Context: an optimization exercise on an open-source flow, tuned for small area, a short achievable clock period and few clock cycles per item. The choices shown serve that exercise and are no tape-out recipe.
Where RTL was checked, it was by simulation tests only, not by an equivalence proof against the original.
The RTL of run 7 was laid out without a check of its function.

### flow/flow/run.sh
#!/bin/bash
set -o pipefail
export BUFFER_PORTS_ARGS="-buffer_cell sky130_fd_sc_hd__buf_1"
bash standard.sh > standard_flow.log 2>&1
### flow/standard.sh
#!/bin/bash
# synth_recipe.tcl (not shown) runs the flow's synth.tcl, then flattens the netlist and writes it again
# the make line also repeats each setting of config.mk as NAME=value (left out here)
make -C /OpenROAD-flow-scripts/flow DESIGN_CONFIG=/design/flow/config.mk WORK_HOME=/design/flow/orfs CLKGATE_MAP_FILE= SYNTH_SCRIPT=/design/flow/synth_recipe.tcl "${@:-finish}"
### flow/config.mk
export PLATFORM = sky130hd
export DESIGN_NAME = sha256_stream_core
export DESIGN_NICKNAME = sha256_stream_core
export VERILOG_FILES = /design/flow/design.v
export SDC_FILE = /design/flow/constraint.sdc
export NUM_CORES = 4
export LEC_CHECK = 0
export CAP_MARGIN = 10
export CORE_MARGIN = 2
export CORE_UTILIZATION = 40
export CTS_BUF_LIST = sky130_fd_sc_hd__clkbuf_8
export CTS_CLUSTER_DIAMETER = 60
export CTS_CLUSTER_SIZE = 12
export SETUP_SLACK_MARGIN = 3.25
export SLEW_MARGIN = 10
export TNS_END_PERCENT = 1
### flow/constraint.sdc
create_clock -name core_clock -period 8.0 [get_ports {clk}]
set_input_delay 1.6000 -clock core_clock [delete_from_list [all_inputs] [get_ports {clk}]]
set_output_delay 1.6000 -clock core_clock [all_outputs]
set_load 0.01 [all_outputs]
### flow/design.v
module sha256_stream_core (
    input  logic         clk,
    input  logic         rst,
    input  logic         valid_in,
    output logic         ready_in,
    input  logic         first_in,
    input  logic         last_in,
    input  logic [511:0] data_in,
    output logic [255:0] data_out,
    output logic         valid_out,
    output logic         busy
);
    localparam logic [31:0] IV0 = 32'h6a09e667;
    localparam logic [31:0] IV1 = 32'hbb67ae85;
    localparam logic [31:0] IV2 = 32'h3c6ef372;
    localparam logic [31:0] IV3 = 32'ha54ff53a;
    localparam logic [31:0] IV4 = 32'h510e527f;
    localparam logic [31:0] IV5 = 32'h9b05688c;
    localparam logic [31:0] IV6 = 32'h1f83d9ab;
    localparam logic [31:0] IV7 = 32'h5be0cd19;
    localparam logic [31:0] K0  = 32'h428a2f98;
    localparam logic [31:0] Y_IV = IV7 + K0;         
    localparam logic [31:0] Z_IV = IV3 + IV7 + K0;   
    function automatic logic [31:0] k_next(input logic [5:0] idx);
        case (idx)
            6'd0: k_next = 32'h71374491;
            6'd1: k_next = 32'hb5c0fbcf;
            6'd2: k_next = 32'he9b5dba5;
            6'd3: k_next = 32'h3956c25b;
            6'd4: k_next = 32'h59f111f1;
            6'd5: k_next = 32'h923f82a4;
            6'd6: k_next = 32'hab1c5ed5;
            6'd7: k_next = 32'hd807aa98;
            6'd8: k_next = 32'h12835b01;
            6'd9: k_next = 32'h243185be;
            6'd10: k_next = 32'h550c7dc3;
            6'd11: k_next = 32'h72be5d74;
            6'd12: k_next = 32'h80deb1fe;
            6'd13: k_next = 32'h9bdc06a7;
            6'd14: k_next = 32'hc19bf174;
            6'd15: k_next = 32'he49b69c1;
            6'd16: k_next = 32'hefbe4786;
            6'd17: k_next = 32'h0fc19dc6;
            6'd18: k_next = 32'h240ca1cc;
            6'd19: k_next = 32'h2de92c6f;
            6'd20: k_next = 32'h4a7484aa;
            6'd21: k_next = 32'h5cb0a9dc;
            6'd22: k_next = 32'h76f988da;
            6'd23: k_next = 32'h983e5152;
            6'd24: k_next = 32'ha831c66d;
            6'd25: k_next = 32'hb00327c8;
            6'd26: k_next = 32'hbf597fc7;
            6'd27: k_next = 32'hc6e00bf3;
            6'd28: k_next = 32'hd5a79147;
            6'd29: k_next = 32'h06ca6351;
            6'd30: k_next = 32'h14292967;
            6'd31: k_next = 32'h27b70a85;
            6'd32: k_next = 32'h2e1b2138;
            6'd33: k_next = 32'h4d2c6dfc;
            6'd34: k_next = 32'h53380d13;
            6'd35: k_next = 32'h650a7354;
            6'd36: k_next = 32'h766a0abb;
            6'd37: k_next = 32'h81c2c92e;
            6'd38: k_next = 32'h92722c85;
            6'd39: k_next = 32'ha2bfe8a1;
            6'd40: k_next = 32'ha81a664b;
            6'd41: k_next = 32'hc24b8b70;
            6'd42: k_next = 32'hc76c51a3;
            6'd43: k_next = 32'hd192e819;
            6'd44: k_next = 32'hd6990624;
            6'd45: k_next = 32'hf40e3585;
            6'd46: k_next = 32'h106aa070;
            6'd47: k_next = 32'h19a4c116;
            6'd48: k_next = 32'h1e376c08;
            6'd49: k_next = 32'h2748774c;
            6'd50: k_next = 32'h34b0bcb5;
            6'd51: k_next = 32'h391c0cb3;
            6'd52: k_next = 32'h4ed8aa4a;
            6'd53: k_next = 32'h5b9cca4f;
            6'd54: k_next = 32'h682e6ff3;
            6'd55: k_next = 32'h748f82ee;
            6'd56: k_next = 32'h78a5636f;
            6'd57: k_next = 32'h84c87814;
            6'd58: k_next = 32'h8cc70208;
            6'd59: k_next = 32'h90befffa;
            6'd60: k_next = 32'ha4506ceb;
            6'd61: k_next = 32'hbef9a3f7;
            6'd62: k_next = 32'hc67178f2;
            6'd63: k_next = 32'h428a2f98;
            default: k_next = 32'h0;
        endcase
    endfunction
    function automatic logic [31:0] bsig0(input logic [31:0] x);
        bsig0 = {x[1:0], x[31:2]} ^ {x[12:0], x[31:13]} ^ {x[21:0], x[31:22]};
    endfunction
    function automatic logic [31:0] bsig1(input logic [31:0] x);
        bsig1 = {x[5:0], x[31:6]} ^ {x[10:0], x[31:11]} ^ {x[24:0], x[31:25]};
    endfunction
    function automatic logic [31:0] ssig0(input logic [31:0] x);
        ssig0 = {x[6:0], x[31:7]} ^ {x[17:0], x[31:18]} ^ {3'b0, x[31:3]};
    endfunction
    function automatic logic [31:0] ssig1(input logic [31:0] x);
        ssig1 = {x[16:0], x[31:17]} ^ {x[18:0], x[31:19]} ^ {10'b0, x[31:10]};
    endfunction
    function automatic logic [31:0] maj(input logic [31:0] x, input logic [31:0] y,
                                        input logic [31:0] z);
        maj = (x & y) | (x & z) | (y & z);
    endfunction
    function automatic logic [63:0] csa(input logic [31:0] x, input logic [31:0] y,
                                        input logic [31:0] z);
        logic [31:0] s, c, m;
        s = x ^ y ^ z;
        m = maj(x, y, z);
        c = {m[30:0], 1'b0};
        csa = {c, s};
    endfunction
    logic [5:0]   cnt_q;        
    logic         run_q;        
    logic         ready_q;      
    logic         busy_q;
    logic         last_q;
    logic         valid_q;
    logic         gsel_q;       
    logic         c61_q;        
    logic         c62_q;        
    logic         c63_q;        
    logic         chain_iv_q;   
    logic         base_iv_q;    
    logic [255:0] dout_q;
    logic [31:0]  a_q, b_q, c_q, d_q, e_q, f_q, g_q, h_q;
    logic [31:0]  y_q;          
    logic [31:0]  z_q;          
    logic [31:0]  w_q [16];     
    logic [31:0]  ha_q [4];     
    logic [31:0]  he_q [4];     
    logic accept;
    logic done;                 
    logic ivsel;                
    logic [5:0] cnt_d;
    logic       run_d;
    assign accept    = ready_q & valid_in & ~rst;
    assign done      = c63_q;
    assign ivsel     = first_in | (chain_iv_q & ~run_q);
    assign ready_in  = ready_q;
    assign busy      = busy_q;
    assign valid_out = valid_q;
    assign data_out  = dout_q;
    logic [31:0] base0, base4;
    assign base0 = base_iv_q ? IV0 : ha_q[0];
    assign base4 = base_iv_q ? IV4 : he_q[0];
    logic [31:0] s1, ch, s0, mj, wt;
    logic [63:0] t1c, t2c, l2, l3, e2;
    logic [31:0] a_new, e_new;
    always_comb begin
        wt  = w_q[0];
        s1  = bsig1(e_q);
        ch  = (e_q & f_q) ^ (~e_q & g_q);
        s0  = bsig0(a_q);
        mj  = maj(a_q, b_q, c_q);
        t1c = csa(wt, s1, ch);
        t2c = csa(y_q, s0, mj);
        l2  = csa(t1c[31:0], t1c[63:32], t2c[31:0]);
        l3  = csa(l2[31:0], l2[63:32], t2c[63:32]);
        a_new = l3[31:0] + l3[63:32];
        e2  = csa(t1c[31:0], t1c[63:32], z_q);
        e_new = e2[31:0] + e2[63:32];
    end
    logic [63:0] w1, w2;
    logic [31:0] w_new;
    always_comb begin
        w1 = csa(w_q[0], w_q[9], ssig0(w_q[1]));
        w2 = csa(w1[31:0], w1[63:32], ssig1(w_q[14]));
        w_new = w2[31:0] + w2[63:32];
    end
    logic [31:0] op_g, op_c, kn, m0, m4;
    logic [63:0] y2, z2, z3;
    logic [31:0] y_calc, z_calc;
    always_comb begin
        op_g = gsel_q ? he_q[3] : g_q;
        op_c = gsel_q ? ha_q[3] : c_q;
        kn   = k_next(cnt_q);
        m0   = c62_q ? base0 : 32'h0;
        m4   = c62_q ? base4 : 32'h0;
        y2   = csa(op_g, kn, m0);
        y_calc = y2[31:0] + y2[63:32];
        z2   = csa(op_g, kn, op_c);
        z3   = csa(z2[31:0], z2[63:32], m4);
        z_calc = z3[31:0] + z3[63:32];
    end
    logic [31:0] ff_a, ff_e;
    always_comb begin
        logic [31:0] sa, se, xa, xe;
        if (c61_q) begin
            sa = base_iv_q ? IV3 : ha_q[3];
            se = base_iv_q ? IV7 : he_q[3];
        end else if (c62_q) begin
            sa = base_iv_q ? IV2 : ha_q[2];
            se = base_iv_q ? IV6 : he_q[2];
        end else begin
            sa = base_iv_q ? IV1 : ha_q[1];
            se = base_iv_q ? IV5 : he_q[1];
        end
        xa = run_q ? a_q : 32'h0;
        xe = run_q ? e_q : 32'h0;
        ff_a = sa + xa;
        ff_e = se + xe;
    end
    always_ff @(posedge clk) begin
        if (ready_q) begin
            for (int i = 0; i < 16; i++) w_q[i] <= data_in[511 - 32*i -: 32];
        end else begin
            for (int i = 0; i < 15; i++) w_q[i] <= w_q[i + 1];
            w_q[15] <= w_new;
        end
        a_q <= (ready_q && (ivsel || !run_q)) ? (ivsel ? IV0 : ha_q[0]) : a_new;
        e_q <= (ready_q && (ivsel || !run_q)) ? (ivsel ? IV4 : he_q[0]) : e_new;
        if (ready_q && ivsel) begin
            b_q <= IV1; c_q <= IV2; d_q <= IV3;
            f_q <= IV5; g_q <= IV6; h_q <= IV7;
        end else begin
            if (ready_q) begin
                b_q <= ff_a;
                c_q <= ha_q[2];
                d_q <= ha_q[3];
                f_q <= ff_e;
                g_q <= he_q[2];
                h_q <= he_q[3];
            end else begin
                b_q <= a_q; c_q <= b_q; d_q <= c_q;
                f_q <= e_q; g_q <= f_q; h_q <= g_q;
            end
        end
        y_q <= (ready_q && ivsel) ? Y_IV : y_calc;
        z_q <= (ready_q && ivsel) ? Z_IV : z_calc;
        if (c61_q) begin
            ha_q[3] <= ff_a; he_q[3] <= ff_e;
        end
        if (c62_q) begin
            ha_q[2] <= ff_a; he_q[2] <= ff_e;
        end
        if (c63_q) begin
            ha_q[1] <= ff_a; he_q[1] <= ff_e;
            ha_q[0] <= a_new; he_q[0] <= e_new;
        end
    end
    always_comb begin
        if (rst) cnt_d = 6'd63;
        else if (accept) cnt_d = 6'd0;
        else if (ready_q) cnt_d = 6'd63;
        else cnt_d = cnt_q + 6'd1;
        if (rst) run_d = 1'b0;
        else if (accept) run_d = 1'b1;
        else if (ready_q) run_d = 1'b0;
        else run_d = run_q;
    end
    always_ff @(posedge clk) begin
        cnt_q   <= cnt_d;
        ready_q <= (cnt_d == 6'd63);
        busy_q  <= (cnt_d != 6'd63);
        gsel_q  <= (cnt_d == 6'd63);
        run_q   <= run_d;
        c61_q   <= run_d && cnt_d == 6'd61;
        c62_q   <= run_d && cnt_d == 6'd62;
        c63_q   <= run_d && cnt_d == 6'd63;
        if (rst) begin
            valid_q    <= 1'b0;
            dout_q     <= '0;
            chain_iv_q <= 1'b1;
            base_iv_q  <= 1'b0;
        end else begin
            valid_q <= done & last_q;
            if (done & last_q)
                dout_q <= {a_new, ff_a, ha_q[2], ha_q[3], e_new, ff_e, he_q[2], he_q[3]};
            if (done)
                chain_iv_q <= 1'b0;
            if (accept) begin
                last_q    <= last_in;
                base_iv_q <= ivsel;
            end else if (ready_q) begin
                base_iv_q <= 1'b0;
            end
        end
    end
endmodule
==> impl_metrics.yaml, run 1 <==
status:
  status: "timing/DRC/antenna clean"
critical_path:
  crit_fanout: 24
  path_class: "reg2reg"
  crit_chain: "buf_12, buf_4, mux2i_1, fa_1, fa_1, inv_1, ha_1, a21o_1, a21o_1, a221o_1, o311a_4, o21ai_0, o31ai_1"
  cp_top_family: "adder cells"
  cpMaxStageDelayCell: "mux2i_1"
  crit_path_end_kind: "flop"
  critPathLaunchType: "flop"
  crit_buf_inv: 3
  critPathMaxStageDelay_ps: 950
  crit_required_ps: 8880
  cp.arrival_ps: 5830
global_route:
  grt_pass1_vias: 54100
  grt_antenna_before_repair: 50
  grt.total_usage_pct: 34.1
  grt_overflow: 0
  grt_max_degree: 183
  grt_pass1_wl_um: 420000
timing:
  fmax_ghz: 0.202
  slew_violations: 0
  fin_tns_setup_ps: 0
  rsz0062_at_grt: "yes"
  holdWs_ps: 453
  worst_slew_pin_slew_ps: 1210
  fin_worst_skew_ps: 59.7
  period_share_pct: 61.8
  final-setup-viol-count: 0
  period_needed_ps: 4950
  hold_viol_final: 0
  max_slew_margin_pct: 19.4
  fin_ws_ps: 3050
clock_tree:
  cts_tree: "yes"
  clk_latency_ps: 1010
  path_clk_slew_ps: 90
  cts-buffers-inserted: 148
  root_buffer: "clkbuf_8"
  cts.sinks: 1328
  cts.path.max_buffers: 3
  holdBufCountCts: 0
  ctsHtreeMaxLevel: 4
placed_design:
  post-place-ws_ps: 2030
  hpwl_um: 241000
  gp_congestion: 1.05
  numPortBuffers: 775
  postPlaceCellArea_mm2: 0.0739
logic_synthesis:
  synth_xor_area_share_pct: 6.00
  yosys.area_share.simple_pct: 10.3
  synthCells: 6801
  post_synth.cell_area_avg_um2: 10.1
  synth-seq-cells: 1328
  synth_cell_types: 98
  synthArstFlopShare_pct: 0
  synth_enable_flop_cells: 257
  yosysSeqAreaShare_pct: 42.3
  synth_top_family_by_area: "adder cells"
  synth-compound-area-share_pct: 12.6
  yosys_warnings: 4
  synth_area_mm2: 0.0689
  syn_nets: 7837
  ys.flop_type: "dfxtp_1"
  muxShareOfSynthArea_pct: 11.3
  synth_fa_ha_area_share_pct: 13.3
floorplan:
  die_w_um: 419
  num_rows: 152
  fp.dieH_um: 419
  initial_core_util_pct: 40.2
  io_pins: 776
  coreArea_mm2: 0.171
  dieArea_mm2: 0.176
finish:
  fin_area_mm2: 0.0783
  fin_nets: 8489
  drive_gt1_share_pct: 13.7
  area_growth_pct: 13.6
  nFillCells: 16600
job:
  max_cap_viol_count: 0
routing:
  ant_nets: 0
  num_vias: 56200
  dr.first_iter.drc_count: 6088
  vias_per_cell: 5.68
  routed_wl_um: 306000
  drcViolationCount: 0
  post_drt_wl_per_cell_um: 31.0
  firstDrtPassIters: 6
worst_hold_path:
  min_path_type: "reg2reg"
[flip-flops by register name, indices dropped and copies added (netlist names), 128 cells and up]
register / cells
dout_q: 256
ha_q: 128
he_q: 128
w_q: 512
[cell usage in the layout, fill, tap and decap left out, types with 19 or more instances in the layout]
cell type | synthesis | layout
a22o_1 | 30 | 30
a31oi_1 | 33 | 31
nand2_1 | 739 | 737
nor2_1 | 342 | 339
buf_4 | 0 | 92
buf_1 | 46 | 774
xnor2_2 | 1 | 27
and3_1 | 45 | 45
mux2_2 | 496 | 495
dfxtp_4 | 0 | 20
nand4_1 | 21 | 21
nor2b_1 | 30 | 27
fa_1 | 284 | 281
a21oi_1 | 515 | 504
xor2_1 | 98 | 89
o21ai_0 | 262 | 258
o211ai_1 | 27 | 27
o31ai_1 | 22 | 21
a21o_1 | 89 | 89
o21a_1 | 58 | 58
inv_1 | 355 | 388
o22a_1 | 31 | 31
dfxtp_1 | 1071 | 1020
ha_1 | 235 | 233
maj3_1 | 57 | 56
nand2b_1 | 68 | 67
dfxtp_2 | 0 | 31
and2_1 | 92 | 92
diode_2 | 0 | 30
xnor2_1 | 372 | 343
a211oi_1 | 60 | 58
a22oi_1 | 19 | 19
o21bai_1 | 29 | 29
nor3_1 | 94 | 91
edfxtp_1 | 257 | 257
clkbuf_8 | 0 | 153
nand3_1 | 82 | 82
mux2i_1 | 217 | 195
[area by class of cell]
| type | count | area [um2] | share of cell area, % |
|---|---|---|---|
| multi-input cells | 4726 | 37700 | 48.1 |
| clock inverters | 92 | 843 | 1.08 |
| inverters | 360 | 1360 | 1.73 |
| flip-flops and latches | 1328 | 29300 | 37.4 |
| well taps | 2310 | 2890 | 3.69 |
| repair buffers | 889 | 4040 | 5.17 |
| clock buffers | 153 | 2110 | 2.69 |
| diodes | 30 | 75.1 | 0.0959 |
[synth_stat cells (all sizes together), types with 31 or more instances]
cell / instances / area (um2)
and3: 45 / 282
and2: 93 / 582
edfxtp: 257 / 7720
a31oi: 34 / 219
nand3: 82 / 410
a21o: 89 / 668
a21oi: 519 / 2620
a211oi: 63 / 488
ha: 235 / 2940
nor3: 95 / 480
xor2: 98 / 858
nand2: 739 / 2770
fa: 284 / 5690
mux2: 496 / 5590
dfxtp: 1071 / 21400
o21a: 58 / 435
o22a: 31 / 272
clkbuf: 333 / 1250
xnor2: 373 / 3270
inv: 357 / 1340
buf: 54 / 213
maj3: 57 / 571
nor2: 344 / 1300
nand2b: 68 / 425
mux2i: 217 / 2170
o21ai: 276 / 1380
[worst paths after layout]
kind	start	endpoint	slack, ps	depth (start not counted)
max	gsel_q	z_q[27]	3050	13
min	w_q[7][21]	w_q[6][21]	450	1
max reg2reg	gsel_q	z_q[27]	3050	13
min reg2reg	w_q[7][21]	w_q[6][21]	450	1
[repair_timing]
| item | 4_1_cts | 5_1_grt |
|---|---|---|
| gates resized for setup | 143 | 46 |
| pin swaps | 19 | 14 |
| setup endpoints to repair | 293 | 207 |
| buffers inserted | 26 | 16 |
| cloned | 2 | 0 |
[layer usage]
metal  vias to the layer above  part of all wire [%]  track usage, %
li1                      24800                     -               -
met1                     28200                    43            47.1
met2                      2684                    43            51.2
met3                       496                   8.6            6.79
met4                        16                   5.3            16.0
met5                         -                 0.035               0
[through the flow]
stage,cells,utilization [%]
2_1_floorplan,6801,-
3_3_place_gp,9569,43.1
3_5_place_dp,9569,43.1
4_1_cts,9842,45.4
5_1_grt,9875,45.6
6_report,9888,45.7
[cell families after synthesis]
family / after synthesis
mux: 713
compound gates: 1371
buf+inv: 747
fa+ha+maj: 576
xor+xnor: 471
flops: 1328
simple gates: 1595
Testbench counts, summed over its fixed seeds: cycles 16,208, blocks 253.
==> inputs of run 2 (changes only) <==
--- a/flow/config.mk
+++ b/flow/config.mk
@@ -11,6 +11,7 @@
 export CTS_BUF_LIST = sky130_fd_sc_hd__clkbuf_8
 export CTS_CLUSTER_DIAMETER = 60
 export CTS_CLUSTER_SIZE = 12
-export SETUP_SLACK_MARGIN = 3.25
+export GPL_ROUTABILITY_DRIVEN = 0
+export SETUP_SLACK_MARGIN = 3.5
 export SLEW_MARGIN = 10
 export TNS_END_PERCENT = 1
==> run 2 against run 1 <==
  * Synthesized area unchanged
  * Maximum frequency increased by 4.0%
  * Global-route usage decreased by 2.8 points
  * Still clean
==> impl_metrics.yaml, run 2 <==
timing:
  max_slew_margin_pct: 19.2
  worst_slew_pin_slew_ps: 1210
  period_needed_ps: 4760
  final-setup-viol-count: 0
  period_share_pct: 59.5
  fmax_ghz: 0.210
  fin_tns_setup_ps: 0
  hold_viol_final: 0
  rsz0062_at_grt: "yes"
  slew_violations: 0
  fin_worst_skew_ps: 93.2
floorplan:
  io_pins: 776
  die_w_um: 419
  dieArea_mm2: 0.176
  initial_core_util_pct: 40.2
  fp.dieH_um: 419
  coreArea_mm2: 0.171
  num_rows: 152
critical_path:
  r2r_cells: 16
  worstReg2RegStart: "e_q[8]"
  timing.rr.end: "dout_q[250]"
  critPathLaunchType: "flop"
  cp-startpoint: "e_q[8]"
  crit_fanout: 6
  endpoint: "dout_q[250]"
  cp.arrival_ps: 5630
  crit_path_end_kind: "flop"
  crit_required_ps: 8870
  r2r_slack_ps: 3240
  path_class: "reg2reg"
placed_design:
  hpwl_um: 220000
  numPortBuffers: 775
  dp.cells: 9554
global_route:
  grt_max_degree: 191
  grtUsageMet2_pct: 46.0
  grt_overflow: 0
  grt_pass1_wl_um: 394000
  grt_antenna_before_repair: 63
  met3_usage_pct: 8.97
  met1_usage_pct: 40.9
  grt_pass1_vias: 54100
  grt_most_used_layer: "met2"
  grt.total_usage_pct: 31.4
routing:
  num_vias: 57100
  drcViolationCount: 0
  firstDrtPassIters: 8
  post_drt_wl_per_cell_um: 28.7
  dr.first_iter.drc_count: 7093
  ant_nets: 0
  vias_per_cell: 5.75
  routed_wl_um: 284000
logic_synthesis:
  syn_nets: 7837
  yosys_warnings: 4
  yosysSeqAreaShare_pct: 42.3
  yosys.area.top_type: "dfxtp_1"
  ys.flop_type: "dfxtp_1"
  synth-seq-cells: 1328
  synth_top_area_share_pct: 31.1
  synthTopCellsByCount: "dfxtp_1 (1,071), nand2_1 (739), a21oi_1 (515)"
  synth_cell_types: 98
  synth_enable_flop_cells: 257
  synthCells: 6801
  synthArstFlopShare_pct: 0
  post_synth.cell_area_avg_um2: 10.1
  synth_area_mm2: 0.0689
  synth_most_common_cell: "dfxtp_1"
  synth.area.top_cells: "dfxtp_1 (31%), edfxtp_1 (11%), fa_1 (8.3%)"
clock_tree:
  cts.sinks: 1328
  cts-buffers-inserted: 149
  cts.path.max_buffers: 3
  ctsHtreeMaxLevel: 4
  root_buffer: "clkbuf_8"
  clk_latency_ps: 1000
  cts_tree: "yes"
  path_clk_slew_ps: 80
finish:
  top_regs: "w_q: 512 flops, dout_q: 256 flops"
  drive_gt1_share_pct: 15.6
  fin_nets: 8521
  fin_cells: 9920
  final_cell_mix: "dfxtp_1 (1,006), buf_1 (774), nand2_1 (737), a21oi_1 (502), mux2_2 (496)"
  largest-register: "w_q"
  nFillCells: 16400
  regArea_mm2: 0.0293
  largest_register_ffs: 512
  layout_commonest_cell: "dfxtp_1"
  area_growth_pct: 15.2
  multi_input_area_mm2: 0.0384
status:
  status: "timing/DRC/antenna clean"
job:
  max_cap_viol_count: 0
worst_hold_path:
  min_from: "w_q[11][24]"
  min_path_type: "reg2reg"
run 2: cell types whose count changed in the layout (fill, tap and decap cells not counted), sizes merged:
| cell | delta |
|---|---|
| bufbuf | +1 |
| inv | +7 |
| clkinv | -3 |
| buf | +28 |
| clkbuf | +3 |
| diode | -3 |
| clkinvlp | -1 |
run 2: how the worst min path moves through the flow:
stage	slack [ps]	to	cells past startpoint
global route	460	w_q[10][26]	1
detailed placement	440	w_q[6][23]	1
CTS	420	w_q[10][24]	1
finish	430	w_q[10][24]	1
floorplan	430	w_q[1][31]	1
global placement	440	w_q[11][31]	1
run 2: stage by stage:
stage / instance area, um2 / setup slack (ps) / hold WS (ps) / util, %
after floorplan: 69100 / 3280 / 434 / -
after global placement: 73800 / 2260 / 436 / 43.1
after detailed placement: 73800 / 2290 / 441 / 43.1
after CTS: 78300 / 3300 / 425 / 45.7
after global routing: 79300 / 3180 / 457 / 46.3
final: 79400 / 3240 / 430 / 46.3
run 2: layout make-up:
class | count | area share (%)
Multi-Input combinational cell | 4726 | 48.3
Tap cell | 2310 | 3.64
Antenna cell | 27 | 0.0851
Sequential cell | 1328 | 36.9
Timing Repair Buffer | 920 | 5.60
Clock buffer | 154 | 2.67
Clock inverter | 95 | 1.05
Inverter | 360 | 1.71
run 2: cells by family after synthesis:
kind of cell | after synthesis | synth area share [%]
compound gates | 1371 | 12.6
xor+xnor | 471 | 6.00
fa+ha+maj | 576 | 13.3
buf+inv | 747 | 4.08
flops | 1328 | 42.3
mux | 713 | 11.3
simple gates | 1595 | 10.3
run 2: repair_timing:
action / in CTS / in global routing
buffers inserted: 60 / 26
gates cloned: 3 / 1
gates resized for setup: 210 / 146
hold buffers: 0 / 0
pin swaps: 59 / 46
setup endpoints to repair: 412 / 310
run 2: critical path, cell delays in order (launching register included):
cell and delay (ps):
dfxtp_2 500, mux2i_1 320, fa_1 490, xnor2_1 310
xnor2_1 250, fa_1 490, ha_1 240, a21o_1 220
or3_1 350, o21ai_2 200, o211ai_1 210, a31o_2 350
a211oi_2 230, xnor2_1 140, buf_4 150, nand2_1 50
a21oi_1 140
run 2: per-layer routing:
layer / routed length (um) / share of wire [%]
met5: 177 / 0.062
met4: 20700 / 7.3
met3: 31500 / 11
met1: 113000 / 40
met2: 119000 / 42
==> inputs of run 3 (changes only) <==
--- a/flow/config.mk
+++ b/flow/config.mk
@@ -11,7 +11,6 @@
 export CTS_BUF_LIST = sky130_fd_sc_hd__clkbuf_8
 export CTS_CLUSTER_DIAMETER = 60
 export CTS_CLUSTER_SIZE = 12
-export GPL_ROUTABILITY_DRIVEN = 0
 export SETUP_SLACK_MARGIN = 3.5
 export SLEW_MARGIN = 10
 export TNS_END_PERCENT = 1
==> run 3 against run 2 <==
  * Largest cell class unchanged
  * Sequential share of layout area is 0.13 points lower
  * Die area stayed put
  * Via count is 1.6% lower
  * Worst hold slack better by 24 ps
  * Synthesized cell count stayed put
  * Cell count is 0.28% higher
  * Wire length is 4.7% higher
==> impl_metrics.yaml, run 3 <==
status:
  status: "timing/DRC/antenna clean"
floorplan:
  num_rows: 152
  dieArea_mm2: 0.176
  fp.dieH_um: 419
  initial_core_util_pct: 40.2
  io_pins: 776
  coreArea_mm2: 0.171
  die_w_um: 419
timing:
  period_share_pct: 59.6
  slew_violations: 0
  fin_worst_skew_ps: 60.3
  period_needed_ps: 4770
  rsz0062_at_grt: "yes"
  final-setup-viol-count: 0
  fin_tns_setup_ps: 0
  worst_slew_pin_slew_ps: 1290
  max_slew_margin_pct: 11.8
  hold_viol_final: 0
  fmax_ghz: 0.210
  holdWs_ps: 454
clock_tree:
  cts.path.max_buffers: 3
  root_buffer: "clkbuf_8"
  clk_latency_ps: 990
  ctsHtreeMaxLevel: 4
  path_clk_slew_ps: 90
  cts.sinks: 1328
  cts_tree: "yes"
  cts-buffers-inserted: 151
placed_design:
  gp_congestion: 1.03
  postPlaceCellArea_mm2: 0.0740
  dp.cells: 9578
  numPortBuffers: 775
  hpwl_um: 233000
finish:
  top_regs: "w_q: 512 flops, dout_q: 256 flops"
  layout_commonest_cell: "dfxtp_1"
  nFillCells: 16500
  final_cell_mix: "dfxtp_1 (999), buf_1 (774), nand2_1 (737), a21oi_1 (501), mux2_2 (496)"
  fin_cells: 9948
  drive_gt1_share_pct: 16.2
  fin_area_mm2: 0.0797
  largest-register: "w_q"
  fin_nets: 8549
  area_growth_pct: 15.7
  largest_register_ffs: 512
logic_synthesis:
  ys.flop_type: "dfxtp_1"
  synthTopCellsByCount: "dfxtp_1 (1,071), nand2_1 (739), a21oi_1 (515)"
  synth_most_common_cell: "dfxtp_1"
  synth_area_mm2: 0.0689
  synthArstFlopShare_pct: 0
  synth_cell_types: 98
  synth-seq-cells: 1328
  post_synth.cell_area_avg_um2: 10.1
  yosys.area.top_type: "dfxtp_1"
  syn_nets: 7837
  synth_top_area_share_pct: 31.1
  yosysSeqAreaShare_pct: 42.3
  yosys_warnings: 4
  synthCells: 6801
  synth.area.top_cells: "dfxtp_1 (31%), edfxtp_1 (11%), fa_1 (8.3%)"
  synth_enable_flop_cells: 257
critical_path:
  path_class: "reg2reg"
  cp.arrival_ps: 5650
  crit_required_ps: 8870
  crit_path_end_kind: "flop"
  critPathLaunchType: "flop"
  crit_fanout: 4
routing:
  dr.first_iter.drc_count: 5785
  firstDrtPassIters: 8
  ant_nets: 0
  num_vias: 56100
  post_drt_wl_per_cell_um: 29.9
  drcViolationCount: 0
  vias_per_cell: 5.64
  routed_wl_um: 298000
global_route:
  grt.total_usage_pct: 32.9
  grt_antenna_before_repair: 57
  grt_max_degree: 158
  grt_overflow: 0
  grt_pass1_wl_um: 409000
  grt_pass1_vias: 53500
job:
  max_cap_viol_count: 0
worst_hold_path:
  min_path_type: "reg2reg"
==> run 3: changes by cell type in the layout (fill, tap and decap cells not counted), moves of 6 or more <==
cell,delta
ha_1,+8
dfxtp_1,-7
xnor2_2,+7
buf_12,-6
buf_4,+32
ha_2,-7
mux2i_1,-6
xnor2_1,-8
clkbuf_8,+7
clkinvlp_4,+7
==> run 3: worst paths after layout <==
kind                            startpoint          to  depth (start not counted)  slack (ps)
worst min register to register  dout_q[75]  dout_q[75]                          2         450
worst max-delay path               e_q[29]     a_q[28]                         19        3230
worst min-delay path            dout_q[75]  dout_q[75]                          2         450
worst max register to register     e_q[29]     a_q[28]                         19        3230
==> run 3: cell type report <==
cell class | instances | area [um2] | share of cell area [%]
multi-input combinational | 4726 | 38500 | 48.3
sequential | 1328 | 29300 | 36.8
timing repair buffer | 946 | 4580 | 5.74
tap | 2310 | 2890 | 3.63
clock buffer | 160 | 2200 | 2.76
inverter | 360 | 1360 | 1.71
clock inverter | 93 | 761 | 0.954
antenna | 25 | 62.6 | 0.0785
==> run 3: repair_timing <==
item / in CTS / in global routing
endpoints found under the setup margin: 419 / 315
gates resized for setup: 270 / 117
hold buffers: 0 / 0
pin swaps: 54 / 45
cloned: 3 / 1
hold endpoints to repair: 0 / 0
setup buffers: 55 / 32
==> run 3: critical path, cell delays in order (launching register included) <==
cell,delay [ps]
dfxtp_2,370
clkinvlp_4,260
xnor2_4,370
fa_2,560
xnor2_4,180
xnor2_2,160
fa_1,500
inv_2,50
ha_4,240
nor2b_2,160
o31a_1,290
buf_4,160
o21ai_4,170
o211ai_1,110
buf_4,180
a31o_4,240
a21oi_2,170
a21oi_2,110
xor2_2,170
a22o_1,220
==> run 3: logic make-up after synthesis <==
kind of cell	after synthesis	synth area share [%]
compound gates	1371	12.6
xor+xnor	471	6.00
fa+ha+maj	576	13.3
simple gates	1595	10.3
mux	713	11.3
flops	1328	42.3
buf+inv	747	4.08
==> run 3: layer usage <==
metal  share of wire, %  wire (um)  global-route usage (%)  vias to the layer above
met1                 42     125000                    44.2                    27900
met5              0.045        135                       0                        -
met4                5.3      15700                    15.2                       22
met3                8.6      25500                    6.87                      541
li1                   -          -                       -                    24900
met2                 44     132000                    50.8                     2766
==> run 3: per-stage QoR <==
| step | util [%] | setup slack [ps] |
|---|---|---|
| after floorplan | - | 3280 |
| after global placement | 43.2 | 2190 |
| after detailed placement | 43.2 | 2080 |
| after CTS | 46.0 | 3310 |
| after global routing | 46.5 | 3200 |
| final | 46.5 | 3230 |
==> inputs of run 4 (changes only) <==
==> flow/flow/run.sh (replaced) <==
#!/bin/bash
set -o pipefail
export BUFFER_PORTS_ARGS="-buffer_cell sky130_fd_sc_hd__buf_1"
export CTS_ARGS="-sink_clustering_enable -repair_clock_nets -sink_clustering_size 12 -sink_clustering_max_diameter 60 -buf_list sky130_fd_sc_hd__clkbuf_8 -dont_use_dummy_load"
bash standard.sh > standard_flow.log 2>&1
==> run 4 against run 3 <==
  * Die area unchanged
  * Critical path depth down 4
  * Wire length down 0.30%
  * Via count down 0.88%
  * Global-route usage down 0.062 points
  * Register-to-register slack worse by 50 ps
  * Design area down 1.7%
  * Maximum frequency down 0.97%
==> impl_metrics.yaml, run 4 <==
logic_synthesis:
  synthCells: 6801
  synth_most_common_cell: "dfxtp_1"
  synth_top_family_by_area: "adder cells"
  syn_nets: 7837
  yosys.area_share.simple_pct: 10.3
  synth-compound-area-share_pct: 12.6
  muxShareOfSynthArea_pct: 11.3
  synthArstFlopShare_pct: 0
  synth-seq-cells: 1328
  yosys.area.top_type: "dfxtp_1"
  post_synth.cell_area_avg_um2: 10.1
  synth_xor_area_share_pct: 6.00
  synth_area_mm2: 0.0689
  ys.flop_type: "dfxtp_1"
  synth_cell_types: 98
  yosysSeqAreaShare_pct: 42.3
  yosys_warnings: 4
  synthTopCellsByCount: "dfxtp_1 (1,071), nand2_1 (739), a21oi_1 (515)"
  synth_fa_ha_area_share_pct: 13.3
  synth_top_area_share_pct: 31.1
  synth_enable_flop_cells: 257
  synth.area.top_cells: "dfxtp_1 (31%), edfxtp_1 (11%), fa_1 (8.3%)"
global_route:
  grt_overflow: 0
  grt_max_degree: 158
  grt_pass1_vias: 53300
  grt_pass1_wl_um: 407000
  grt_antenna_before_repair: 53
  grt.total_usage_pct: 32.9
critical_path:
  cpMaxStageDelayCell: "fa_1"
  crit_fanout: 7
  crit_chain: "buf_12, buf_16, mux2i_4, fa_1, fa_1, inv_1, ha_1, and3_1, and3_1, o41ai_4, a22oi_2, a221o_1, o311a_1, mux2i_1, nand2_1"
  crit_path_end_kind: "flop"
  critPathMaxStageDelay_ps: 500
  crit_buf_inv: 3
  crit_required_ps: 8790
  cp_top_family: "compound AO/OA/AOI/OAI gates"
  path_class: "reg2reg"
  critPathLaunchType: "flop"
  cp.arrival_ps: 5610
clock_tree:
  holdBufCountCts: 0
  path_clk_slew_ps: 80
  cts.path.max_buffers: 3
  ctsHtreeMaxLevel: 4
  cts-buffers-inserted: 151
  root_buffer: "clkbuf_8"
  clk_latency_ps: 990
  cts_tree: "yes"
  cts.sinks: 1328
finish:
  area_growth_pct: 13.7
  largest-register: "w_q"
  final_cell_mix: "dfxtp_1 (1,010), buf_1 (774), nand2_1 (737), a21oi_1 (506), mux2_2 (494)"
  nFillCells: 16500
  drive_gt1_share_pct: 14.6
  fin_nets: 8538
  top_regs: "w_q: 512 flops, dout_q: 256 flops"
  layout_commonest_cell: "dfxtp_1"
  largest_register_ffs: 512
routing:
  vias_per_cell: 5.66
  dr.first_iter.drc_count: 5757
  drcViolationCount: 0
  top_layer: "met5"
  routed_wl_um: 297000
  dr_wl_met3_um: 24700
  post_drt_wl_per_cell_um: 30.2
  drt-met1-wl_um: 125000
  ant_nets: 0
  firstDrtPassIters: 6
  num_vias: 55700
  met2_length_um: 131000
floorplan:
  dieArea_mm2: 0.176
  io_pins: 776
  initial_core_util_pct: 40.2
  coreArea_mm2: 0.171
  die_w_um: 419
  fp.dieH_um: 419
  num_rows: 152
placed_design:
  gp_congestion: 1.03
  hpwl_um: 233000
  numPortBuffers: 775
job:
  max_cap_viol_count: 0
timing:
  hold_viol_final: 0
  worst_slew_pin_slew_ps: 1270
  rsz0062_at_grt: "yes"
  fmax_ghz: 0.208
  holdWs_ps: 439
  slew_violations: 0
  fin_worst_skew_ps: 94.2
  final-setup-viol-count: 0
  max_slew_margin_pct: 15.2
  period_needed_ps: 4820
  fin_tns_setup_ps: 0
  period_share_pct: 60.2
status:
  status: "timing/DRC/antenna clean"
worst_hold_path:
  min_path_type: "reg2reg"
[run 4: cell counts after synthesis]
No cell type changed its count.
[run 4: per-layer routing]
metal,track usage [%],vias to the layer above
met1,44.1,27700
met4,14.9,16
met5,0,-
met3,6.69,537
li1,-,24800
met2,51.0,2625
[run 4: kinds of logic (layout without fill, tap and decap cells)]
family | Yosys count | count (layout)
other | 0 | 30
adders and majority gates | 576 | 576
DFF | 1328 | 1328
buffers and inverters | 747 | 1446
and+or+nand+nor | 1595 | 1595
muxes | 713 | 713
xor gates and xnor gates | 471 | 471
AOI/OAI and AO/OA | 1371 | 1371
[run 4: metrics by stage]
stage / instance area, um2 / cells / utilization, % / setup slack (ps)
CTS: 77800 / 9790 / 45.4 / 3280
finish: 78300 / 9840 / 45.7 / 3180
floorplan: 69100 / 6801 / - / 3280
global route: 78300 / 9825 / 45.7 / 3110
detailed placement: 74000 / 9578 / 43.2 / 2080
global placement: 74000 / 9577 / 43.2 / 2190
[run 4: worst reg2reg max path, cell delays in order (launching register included)]
cell     delay, ps
dfxtp_4        400
buf_12         170
buf_16         170
mux2i_4        380
fa_1           480
fa_1           500
inv_1           50
ha_1           330
and3_1         250
and3_1         250
o41ai_4        430
a22oi_2        170
a221o_1        420
o311a_1        420
mux2i_1        180
nand2_1         70
[run 4: final cells by class]
type | instances | area, um2 | share of cell area, %
diodes | 30 | 75.1 | 0.0958
well taps | 2310 | 2890 | 3.69
multi-input cells | 4726 | 38100 | 48.7
repair buffers | 935 | 4510 | 5.76
clock buffers | 151 | 2080 | 2.65
flip-flops and latches | 1328 | 29300 | 37.4
inverters | 360 | 1360 | 1.73
[run 4: worst paths after layout]
check	start	to	slack, ps	cells after the start
worst max register to register	gsel_q	z_q[29]	3180	15
worst max-delay path	gsel_q	z_q[29]	3180	15
worst min-delay path	w_q[12][0]	w_q[11][0]	440	1
worst min register to register	w_q[12][0]	w_q[11][0]	440	1
[run 4: timing repair]
action                                  in CTS  in global routing
setup buffers                               57                 18
gates resized for setup                    248                 45
gates cloned                                 4                  1
pin swaps                                   48                 24
endpoints found under the setup margin     411                312
==> inputs of run 5 (changes only) <==
==> flow/run.sh (new file) <==
#!/bin/bash
# synth_recipe.tcl (not shown) runs the flow's synth.tcl, then flattens the netlist and writes it again
# the make line also repeats each setting of config.mk as NAME=value (left out here)
make -C /OpenROAD-flow-scripts/flow DESIGN_CONFIG=/design/flow/config.mk WORK_HOME=/design/flow/orfs CLKGATE_MAP_FILE= SYNTH_SCRIPT=/design/flow/synth_recipe.tcl finish
removed: flow/flow/run.sh
removed: flow/standard.sh
==> run 5 against run 4 <==
  * Non-clock buffer count fell by 29
  * Wire length rose by 0.75%
  * Design area rose by 7.5%
  * Worst setup slack got worse by 33 ps
  * Maximum frequency fell by 0.67%
  * Synthesized cell count did not move
  * Die area did not move
  * Sequential share of layout area fell by 2.6 points
  * Register-to-register slack got worse by 30 ps
  * Cell count rose by 0.68%
  * First-iteration DRC count rose by 5.4%
  * Critical endpoint is now ha_q[0][30]
  * Largest cell class unchanged
==> impl_metrics.yaml, run 5 <==
status:
  status: "timing/DRC/antenna clean"
logic_synthesis:
  synthArstFlopShare_pct: 0
  post_synth.cell_area_avg_um2: 10.1
  synth-seq-cells: 1328
  synth.area.top_cells: "dfxtp_1 (31%), edfxtp_1 (11%), fa_1 (8.3%)"
  synthTopCellsByCount: "dfxtp_1 (1,071), nand2_1 (739), a21oi_1 (515)"
  synth_enable_flop_cells: 257
  synth_most_common_cell: "dfxtp_1"
  syn_nets: 7837
  yosys_warnings: 4
  yosys.area.top_type: "dfxtp_1"
  synthCells: 6801
  ys.flop_type: "dfxtp_1"
  synth_cell_types: 98
  yosysSeqAreaShare_pct: 42.3
  synth_area_mm2: 0.0689
  synth_top_area_share_pct: 31.1
timing:
  worst_slew_pin_slew_ps: 1410
  fmax_ghz: 0.206
  holdWs_ps: 442
  fin_tns_setup_ps: 0
  max_slew_margin_pct: 6.12
  period_needed_ps: 4850
  period_share_pct: 60.6
  final-setup-viol-count: 0
  fin_worst_skew_ps: 64.0
  rsz0062_at_grt: "yes"
  slew_violations: 0
  hold_viol_final: 0
worst_hold_path:
  min_path_type: "reg2reg"
placed_design:
  hpwl_um: 234000
  gp_congestion: 1.05
  dp.cells: 9570
  numPortBuffers: 775
  postPlaceCellArea_mm2: 0.0788
clock_tree:
  clk_latency_ps: 990
  cts.sinks: 1328
  ctsHtreeMaxLevel: 4
  root_buffer: "clkbuf_8"
  path_clk_slew_ps: 90
  cts-buffers-inserted: 151
  cts.path.max_buffers: 3
  cts_tree: "yes"
finish:
  fin_nets: 8509
  layout_commonest_cell: "dfxtp_1"
  fin_area_mm2: 0.0843
  final_cell_mix: "dfxtp_1 (1,010), clkdlybuf4s50_1 (774), nand2_1 (737), a21oi_1 (500), mux2_2 (495)"
  largest-register: "w_q"
  largest_register_ffs: 512
  drive_gt1_share_pct: 15.6
  top_regs: "w_q: 512 flops, dout_q: 256 flops"
  area_growth_pct: 22.3
  fin_cells: 9907
routing:
  firstDrtPassIters: 6
  routed_wl_um: 299000
  drcViolationCount: 0
  num_vias: 55800
  ant_nets: 0
  dr.first_iter.drc_count: 6065
  vias_per_cell: 5.64
  post_drt_wl_per_cell_um: 30.2
critical_path:
  crit_path_end_kind: "flop"
  critPathLaunchType: "flop"
  crit_required_ps: 8710
  crit_fanout: 6
  cp.arrival_ps: 5560
  path_class: "reg2reg"
global_route:
  grt_pass1_wl_um: 409000
  grt.total_usage_pct: 33.0
  grt_pass1_vias: 52900
  grt_overflow: 0
  grt_antenna_before_repair: 60
  grt_max_degree: 219
floorplan:
  dieArea_mm2: 0.176
  initial_core_util_pct: 40.2
  num_rows: 152
  io_pins: 776
  die_w_um: 419
  fp.dieH_um: 419
  coreArea_mm2: 0.171
job:
  max_cap_viol_count: 0
==> run 5: cell counts after synthesis <==
No cell type changed its count.
==> run 5: kinds of logic (layout without fill, tap and decap cells) <==
| logic type | count (synthesis) | after routing | share of synthesized area [%] |
|---|---|---|---|
| buffers and inverters | 747 | 1518 | 4.08 |
| and+or+nand+nor | 1595 | 1595 | 10.3 |
| adders and majority gates | 576 | 576 | 13.3 |
| other | 0 | 25 | 0 |
| AOI/OAI and AO/OA | 1371 | 1371 | 12.6 |
| xor gates and xnor gates | 471 | 471 | 6.00 |
| DFF | 1328 | 1328 | 42.3 |
| muxes | 713 | 713 | 11.3 |
==> run 5: timing repair <==
action	in CTS	in global routing
pin swaps	36	54
gates resized for setup	218	158
buffers inserted	31	24
hold buffers	0	0
cloned	2	3
endpoints found under the setup margin	372	353
==> run 5: final timing paths <==
path / start / to / slack, ps / cells after the start
max: e_q[11] / ha_q[0][30] / 3150 / 18
min: w_q[12][29] / w_q[11][29] / 440 / 1
max reg2reg: e_q[11] / ha_q[0][30] / 3150 / 18
min reg2reg: w_q[12][29] / w_q[11][29] / 440 / 1
==> run 5: per-stage QoR <==
stage | setup WS, ps | util, %
final | 3150 | 49.2
after global routing | 3110 | 49.2
after CTS | 3220 | 48.6
after detailed placement | 1910 | 46.0
after global placement | 1990 | 46.0
after floorplan | 3280 | -
==> run 5: cell type report <==
type,instances,area [um2]
Antenna cell,25,62.6
Clock buffer,162,2230
Clock inverter,90,891
Fill cell,15900,87100
Inverter,360,1360
Multi-Input combinational cell,4726,38400
Sequential cell,1328,29300
Tap cell,2310,2890
Timing Repair Buffer,906,9120
==> run 5: critical path, stage by stage, from the launching register on <==
cell and delay (ps):
dfxtp_2 440, xor2_1 210, xnor2_1 220, fa_1 520
maj3_2 360, fa_1 470, inv_2 80, ha_4 150
inv_2 40, fa_2 370, nor2b_2 150, o31a_1 250
o211ai_1 190, a21oi_2 210, a21oi_2 100, o211a_1 250
nor3b_4 320, nor2_1 90, xnor2_1 130
==> run 5: metal layers <==
metal  up-vias  wire length, um  track usage, %
met1     27800           126000            44.8
met5         -              191               0
li1      24900                -               -
met2      2660           134000            51.5
met4        30            13300            13.1
met3       520            25300            6.67
==> inputs of run 6 (changes only) <==
==> flow/config.mk (replaced) <==
export PLATFORM = sky130hd
export DESIGN_NAME = sha256_stream_core
export DESIGN_NICKNAME = sha256_stream_core
export VERILOG_FILES = /design/flow/design.v
export SDC_FILE = /design/flow/constraint.sdc
export NUM_CORES = 4
export LEC_CHECK = 0
export CAP_MARGIN = 20
export CORE_MARGIN = 2
export CORE_UTILIZATION = 40
export SETUP_SLACK_MARGIN = 4.5
export SLEW_MARGIN = 20
==> run 6 against run 5 <==
  * Still clean on timing, DRC and antenna
  * Synthesized area unchanged
  * Non-clock buffer count up 417
  * Count of clock-buffer cells in the layout up 60
  * First-iteration DRC count down 1.1%
  * Sequential share of layout area down 4.3 points
  * Critical path type unchanged
==> impl_metrics.yaml, run 6 <==
logic_synthesis:
  synth_area_mm2: 0.0689
  synth-compound-area-share_pct: 12.6
  synth-seq-cells: 1328
  yosys.area_share.simple_pct: 10.3
  yosys_warnings: 4
  synthCells: 6801
  post_synth.cell_area_avg_um2: 10.1
  muxShareOfSynthArea_pct: 11.3
  synthTopCellsByCount: "dfxtp_1 (1,071), nand2_1 (739), a21oi_1 (515)"
  synth_top_area_share_pct: 31.1
  synth_xor_area_share_pct: 6.00
  syn_nets: 7837
  ys.flop_type: "dfxtp_1"
  synth_enable_flop_cells: 257
  yosysSeqAreaShare_pct: 42.3
  synth_fa_ha_area_share_pct: 13.3
  synth.area.top_cells: "dfxtp_1 (31%), edfxtp_1 (11%), fa_1 (8.3%)"
  yosys.area.top_type: "dfxtp_1"
  synth_cell_types: 98
  synthArstFlopShare_pct: 0
  synth_top_family_by_area: "adder cells"
  synth_most_common_cell: "dfxtp_1"
floorplan:
  io_pins: 776
  dieArea_mm2: 0.176
  coreArea_mm2: 0.171
  die_w_um: 419
  initial_core_util_pct: 40.2
  num_rows: 152
  fp.dieH_um: 419
routing:
  num_vias: 59000
  firstDrtPassIters: 6
  drcViolationCount: 0
  vias_per_cell: 5.70
  post_drt_wl_per_cell_um: 31.2
  routed_wl_um: 323000
  dr.first_iter.drc_count: 6001
  ant_nets: 0
clock_tree:
  cts-buffers-inserted: 152
  cts_tree: "yes"
  cts.path.max_buffers: 3
  cts.sinks: 1328
  clk_latency_ps: 840
  ctsHtreeMaxLevel: 4
  path_clk_slew_ps: 60
  root_buffer: "clkbuf_16"
global_route:
  grt_overflow: 0
  grt_pass1_vias: 57000
  grt_antenna_before_repair: 67
  grt_pass1_wl_um: 439000
  grt.total_usage_pct: 35.4
  grt_max_degree: 142
placed_design:
  numPortBuffers: 775
  gp_congestion: 1.03
  postPlaceCellArea_mm2: 0.0797
  hpwl_um: 237000
timing:
  hold_viol_final: 0
  max_slew_margin_pct: 30.3
  rsz0062_at_grt: "yes"
  final-setup-viol-count: 0
  fin_tns_setup_ps: 0
  slew_violations: 0
  period_needed_ps: 4820
  fmax_ghz: 0.208
  fin_worst_skew_ps: 48.4
  period_share_pct: 60.2
  worst_slew_pin_slew_ps: 1040
finish:
  drive_gt1_share_pct: 29.2
  top_regs: "w_q: 512 flops, dout_q: 256 flops"
  area_growth_pct: 40.3
  largest_register_ffs: 512
  fin_nets: 8927
  final_cell_mix: "dfxtp_1 (973), clkdlybuf4s50_1 (760), nand2_1 (685), mux2_2 (494), a21oi_1 (404)"
  fin_area_mm2: 0.0966
  layout_commonest_cell: "dfxtp_1"
  largest-register: "w_q"
critical_path:
  path_class: "reg2reg"
  critPathLaunchType: "flop"
  cp.arrival_ps: 5530
  crit_fanout: 4
  crit_path_end_kind: "flop"
  crit_required_ps: 8710
status:
  status: "timing/DRC/antenna clean"
worst_hold_path:
  min_path_type: "reg2reg"
job:
  max_cap_viol_count: 0
run 6: cell types whose count changed in the layout (fill, tap and decap cells not counted), sizes merged:
cell,delta
buf,+405
bufbuf,+11
bufinv,-1
clkbuf,+62
clkdlybuf4s50,-14
clkinv,+13
clkinvlp,+2
diode,+5
dlygate4sd2,+13
inv,-45
run 6: final cells by class:
class                           instances  area, um2
Antenna cell                           30       75.1
Timing Repair Buffer                 1323      13900
Tap cell                             2310       2890
Multi-Input combinational cell       4726      43800
Sequential cell                      1328      29400
Inverter                              360       1370
Clock buffer                          222       4480
Fill cell                           14500      74700
Clock inverter                         59        768
run 6: through the flow:
stage | std cells | hold slack, ps | setup WS [ps] | util [%]
after detailed placement | 9569 | 441 | 2220 | 46.5
after floorplan | 6801 | 433 | 3500 | -
after CTS | 10200 | 444 | 3330 | 54.4
after global routing | 10300 | 459 | 3130 | 56.4
final | 10400 | 445 | 3180 | 56.4
after global placement | 9569 | 437 | 2240 | 46.5
run 6: path summary, 6_finish.rpt:
check | from | to | slack [ps] | cells past startpoint
setup / recovery | e_q[12] | a_q[30] | 3180 | 19
hold / removal | w_q[5][5] | w_q[4][5] | 440 | 1
setup reg to reg | e_q[12] | a_q[30] | 3180 | 19
hold reg to reg | w_q[5][5] | w_q[4][5] | 440 | 1
run 6: timing repair:
action	CTS	global route
buffers inserted	310	148
hold buffers	0	0
cloned	17	3
endpoints found under the setup margin	834	570
gates resized for setup	1052	447
pin swaps	346	316
run 6: metal layers:
metal,up-vias,routed length (um),global-route usage [%]
li1,25700,-,-
met1,29600,130000,46.5
met2,2958,145000,55.4
met3,717,27800,6.61
met4,34,20100,18.4
met5,-,218,0
run 6: critical path, stage by stage, from the launching register on:
cell and delay [ps]:
dfxtp_4 390, xor2_4 320, xnor2_4 190, fa_2 480, maj3_2 320, fa_1 490
inv_2 90, ha_4 130, inv_2 40, fa_2 390, nor2b_4 140, o31a_1 270
o211ai_1 200, a21oi_2 250, a21oi_4 100, o211a_1 260, nor3b_4 210, buf_4 160
and3_1 170, nor3_1 70
run 6: cells by family after synthesis:
| group | after synthesis |
|---|---|
| and+or+nand+nor | 1595 |
| AOI/OAI and AO/OA | 1371 |
| DFF | 1328 |
| buffers and inverters | 747 |
| muxes | 713 |
| adders and majority gates | 576 |
| xor gates and xnor gates | 471 |
==> inputs of run 7 (changes only) <==
--- a/flow/design.v
+++ b/flow/design.v
@@ -114,6 +114,15 @@
         c = {m[30:0], 1'b0};
         csa = {c, s};
     endfunction
+    function automatic logic [63:0] csam(input logic [31:0] x, input logic [31:0] y,
+                                         input logic [31:0] z);
+        logic [31:0] s, c, m, t;
+        t = x ^ y;
+        s = t ^ z;
+        for (int i = 0; i < 32; i++) m[i] = t[i] ? z[i] : x[i];
+        c = {m[30:0], 1'b0};
+        csam = {c, s};
+    endfunction
     logic [5:0]   cnt_q;        
     logic         run_q;        
     logic         ready_q;      
@@ -157,12 +166,12 @@
         ch  = (e_q & f_q) ^ (~e_q & g_q);
         s0  = bsig0(a_q);
         mj  = maj(a_q, b_q, c_q);
-        t1c = csa(wt, s1, ch);
-        t2c = csa(y_q, s0, mj);
-        l2  = csa(t1c[31:0], t1c[63:32], t2c[31:0]);
-        l3  = csa(l2[31:0], l2[63:32], t2c[63:32]);
+        t1c = csam(wt, s1, ch);
+        t2c = csam(y_q, s0, mj);
+        l2  = csam(t1c[31:0], t1c[63:32], t2c[31:0]);
+        l3  = csam(l2[31:0], l2[63:32], t2c[63:32]);
         a_new = l3[31:0] + l3[63:32];
-        e2  = csa(t1c[31:0], t1c[63:32], z_q);
+        e2  = csam(t1c[31:0], t1c[63:32], z_q);
         e_new = e2[31:0] + e2[63:32];
     end
     logic [63:0] w1, w2;
==> flow/flow/run.sh (new file) <==
#!/bin/bash
set -o pipefail
export BUFFER_PORTS_ARGS="-buffer_cell sky130_fd_sc_hd__buf_1"
bash standard.sh > standard_flow.log 2>&1
==> flow/standard.sh (new file) <==
#!/bin/bash
# synth_recipe.tcl (not shown) runs the flow's synth.tcl, then flattens the netlist and writes it again
# the make line also repeats each setting of config.mk as NAME=value (left out here)
make -C /OpenROAD-flow-scripts/flow DESIGN_CONFIG=/design/flow/config.mk WORK_HOME=/design/flow/orfs CLKGATE_MAP_FILE= SYNTH_SCRIPT=/design/flow/synth_recipe.tcl "${@:-finish}"
--- a/flow/config.mk
+++ b/flow/config.mk
@@ -8,5 +8,9 @@
 export CAP_MARGIN = 20
 export CORE_MARGIN = 2
 export CORE_UTILIZATION = 40
-export SETUP_SLACK_MARGIN = 4.5
+export CTS_BUF_LIST = sky130_fd_sc_hd__clkbuf_8
+export CTS_CLUSTER_DIAMETER = 60
+export CTS_CLUSTER_SIZE = 12
+export SETUP_SLACK_MARGIN = 3.5
 export SLEW_MARGIN = 20
+export TNS_END_PERCENT = 1
removed: flow/run.sh
==> run 7 against run 6 <==
  * Still clean
  * Sequential share of layout area grew 6.3 points
  * Synthesized cell count rose by 3.8%
  * Design area is 18% lower
  * Cell count shrank 1.8%
  * Non-clock buffer count shrank 420
  * Count of clock-buffer cells in the layout shrank 59
  * Clock skew rose by 31 ps
  * Global-route usage is 5.0 points lower
  * Core utilization decreased by 10 points
  * Maximum frequency up 0.71%
==> impl_metrics.yaml, run 7 <==
clock_tree:
  holdBufCountCts: 0
  clk_latency_ps: 990
  cts.sinks: 1328
  cts.path.max_buffers: 3
  ctsHtreeMaxLevel: 4
  cts-buffers-inserted: 154
  cts_tree: "yes"
  path_clk_slew_ps: 90
  root_buffer: "clkbuf_8"
critical_path:
  cp.arrival_ps: 5680
  path_class: "reg2reg"
  cp-startpoint: "gsel_q"
  timing.rr.end: "z_q[29]"
  r2r_cells: 16
  crit_path_end_kind: "flop"
  endpoint: "z_q[29]"
  cpMaxStageDelayCell: "mux2i_2"
  critPathMaxStageDelay_ps: 620
  crit_required_ps: 8900
  worstReg2RegStart: "gsel_q"
  crit_chain: "buf_12, buf_12, mux2i_2, fa_1, fa_1, inv_1, ha_1, nand2_1, nor2_1, and4_1, inv_1, a211o_1, o21ai_0, nor4b_2, or3_1, a21oi_1"
  crit_fanout: 33
  r2r_slack_ps: 3220
  critPathLaunchType: "flop"
floorplan:
  io_pins: 776
  dieArea_mm2: 0.177
  fp.dieH_um: 421
  num_rows: 153
  initial_core_util_pct: 40.1
  die_w_um: 421
  coreArea_mm2: 0.173
finish:
  regArea_mm2: 0.0292
  layout_commonest_cell: "dfxtp_1"
  drive_gt1_share_pct: 14.8
  final_cell_mix: "dfxtp_1 (1,024), nand2_1 (830), buf_1 (774), a21oi_1 (544), mux2_2 (516)"
  fin_cells: 10200
  multi_input_area_mm2: 0.0392
  nFillCells: 16800
  largest_register_ffs: 512
  fin_nets: 8634
  fin_area_mm2: 0.0796
  largest-register: "w_q"
  top_regs: "w_q: 512 flops, dout_q: 256 flops"
  area_growth_pct: 14.4
timing:
  period_needed_ps: 4780
  rsz0062_at_grt: "yes"
  fmax_ghz: 0.209
  fin_tns_setup_ps: 0
  period_share_pct: 59.8
  worst_slew_pin_slew_ps: 1130
  fin_worst_skew_ps: 79.0
  final-setup-viol-count: 0
  slew_violations: 0
  hold_viol_final: 0
  max_slew_margin_pct: 22.7
logic_synthesis:
  synth-compound-area-share_pct: 13.2
  yosys.area.top_type: "dfxtp_1"
  synthArstFlopShare_pct: 0
  synth_xor_area_share_pct: 8.88
  synth.area.top_cells: "dfxtp_1 (31%), edfxtp_1 (11%), mux2_2 (8.4%)"
  syn_nets: 7972
  synth_cell_types: 99
  yosys.area_share.simple_pct: 10.4
  muxShareOfSynthArea_pct: 11.5
  synth-seq-cells: 1328
  synthTopCellsByCount: "dfxtp_1 (1,071), nand2_1 (834), a21oi_1 (564)"
  post_synth.cell_area_avg_um2: 9.85
  synth_top_area_share_pct: 30.8
  synth_area_mm2: 0.0695
  synthCells: 7061
  synth_most_common_cell: "dfxtp_1"
  ys.flop_type: "dfxtp_1"
  synth_enable_flop_cells: 257
  synth_fa_ha_area_share_pct: 10.5
  synth_top_family_by_area: "compound AO/OA/AOI/OAI gates"
  yosys_warnings: 4
  yosysSeqAreaShare_pct: 41.9
routing:
  routed_wl_um: 279000
  firstDrtPassIters: 5
  drcViolationCount: 0
  vias_per_cell: 5.52
  num_vias: 56100
  post_drt_wl_per_cell_um: 27.4
  dr.first_iter.drc_count: 4666
  ant_nets: 0
status:
  status: "timing/DRC/antenna clean"
placed_design:
  hpwl_um: 216000
  numPortBuffers: 775
  dp.cells: 9843
  postPlaceCellArea_mm2: 0.0747
  gp_congestion: 1.04
job:
  max_cap_viol_count: 0
worst_hold_path:
  min_path_type: "reg2reg"
global_route:
  grt_overflow: 0
  grt_antenna_before_repair: 25
  grt_max_degree: 186
  grt_pass1_vias: 55100
  grt_pass1_wl_um: 391000
  grt.total_usage_pct: 30.4
[run 7: cell types whose count changed in the layout (fill, tap and decap cells not counted), sizes merged, moves of 47 or more]
cell / previous run / this run
clkbuf: 226 / 167
xnor2: 373 / 521
clkdlybuf4s50: 760 / 0
nand2: 739 / 834
maj3: 57 / 113
fa: 284 / 160
buf: 535 / 898
a21oi: 519 / 566
xor2: 98 / 174
[run 7: worst min path at each step]
stage                start     endpoint  cells after the start
5_1_grt        w_q[13][31]  w_q[12][31]                      1
6_report        w_q[15][7]   w_q[14][7]                      1
3_5_place_dp    w_q[5][26]   w_q[4][26]                      1
2_1_floorplan   w_q[2][31]   w_q[1][31]                      1
3_3_place_gp    w_q[7][31]   w_q[6][31]                      1
4_1_cts        w_q[12][12]  w_q[11][12]                      1
[run 7: layout make-up]
class                      count  area share (%)
antenna                       17          0.0535
clock inverter                98           0.888
tap                         2325            3.66
clock buffer                 163            2.82
timing repair buffer         903            5.26
inverter                     288            1.36
multi-input combinational   5048            49.2
sequential                  1328            36.7
[run 7: critical path: cells and delay by family, from the launching register on]
family                     cells  cell delay (ps)
adders and majority gates      3             1450
AOI/OAI and AO/OA              3              580
DFF                            1              440
buffers and inverters          4              470
muxes                          1              620
and+or+nand+nor                5             1100
[run 7: cell families after synthesis]
| logic type | Yosys count |
|---|---|
| xor+xnor | 698 |
| simple gates | 1645 |
| fa+ha+maj | 507 |
| buf+inv | 685 |
| flops | 1328 |
| mux | 730 |
| compound gates | 1468 |
[run 7: routing by layer]
metal | routed length (um) | GRT usage (%) | up-vias
met5 | 84 | 0 | -
met4 | 18100 | 17.0 | 12
met3 | 20400 | 6.63 | 585
met2 | 137000 | 52.8 | 2330
met1 | 103000 | 34.4 | 27500
li1 | - | - | 25800
[run 7: metrics by stage]
step | setup slack [ps] | hold WS, ps | util [%]
after floorplan | 3340 | 434 | -
after global placement | 2200 | 436 | 43.1
after detailed placement | 2310 | 440 | 43.1
after CTS | 3300 | 427 | 45.5
after global routing | 3100 | 438 | 45.9
final | 3220 | 425 | 45.9
[run 7: timing repair]
item,in CTS,in global routing
pin swaps,31,42
gates resized for setup,175,112
setup endpoints to repair,341,317
cloned,1,1
setup buffers,33,13

separate check: timing with driven ports:
Ports are ideal in the flow. The routed layouts listed here were re-timed in OpenROAD.
Step 1 (the two cells are an assumption about what drives the block):
set clk [get_ports {clk}]
set_driving_cell -lib_cell sky130_fd_sc_hd__clkbuf_16 $clk
set_driving_cell -lib_cell sky130_fd_sc_hd__buf_2 [delete_from_list [all_inputs] $clk]
Step 2, shift: input delay + t, output delay - t, t = (earliest + latest rising clock arrival at the registers) / 2. This alone moves slack from input paths to output paths.
a / b / c = ideal ports / drivers / drivers and shift; a / b = the first two.
run | t (ns) | slack for setup (ns) | worst data-port slew with drivers (ns) | cell pins on the clock port's net
run 1 | 1.069 | 3.053 / 3.053 / 2.371 | 0.19 | 1
run 2 | 1.032 | 3.242 / 3.242 / 2.549 | 0.29 | 1
run 3 | 1.041 | 3.228 / 3.228 / 2.764 | 0.29 | 1
run 4 | 1.032 | 3.181 / 3.181 / 2.668 | 0.28 | 1
run 5 | 1.039 | 3.149 / 3.149 / 2.349 | 0.22 | 1
run 6 | 0.881 | 3.182 / 3.182 / 3.182 | 0.55 | 1
run 7 | 1.045 | 3.216 / 3.216 / 2.419 | 0.15 | 1
After both steps setup and hold are still met in every run listed. For run 5, which loses most, drivers alone change the setup slack by 0.000 ns; drivers and shift together by -0.800 ns.
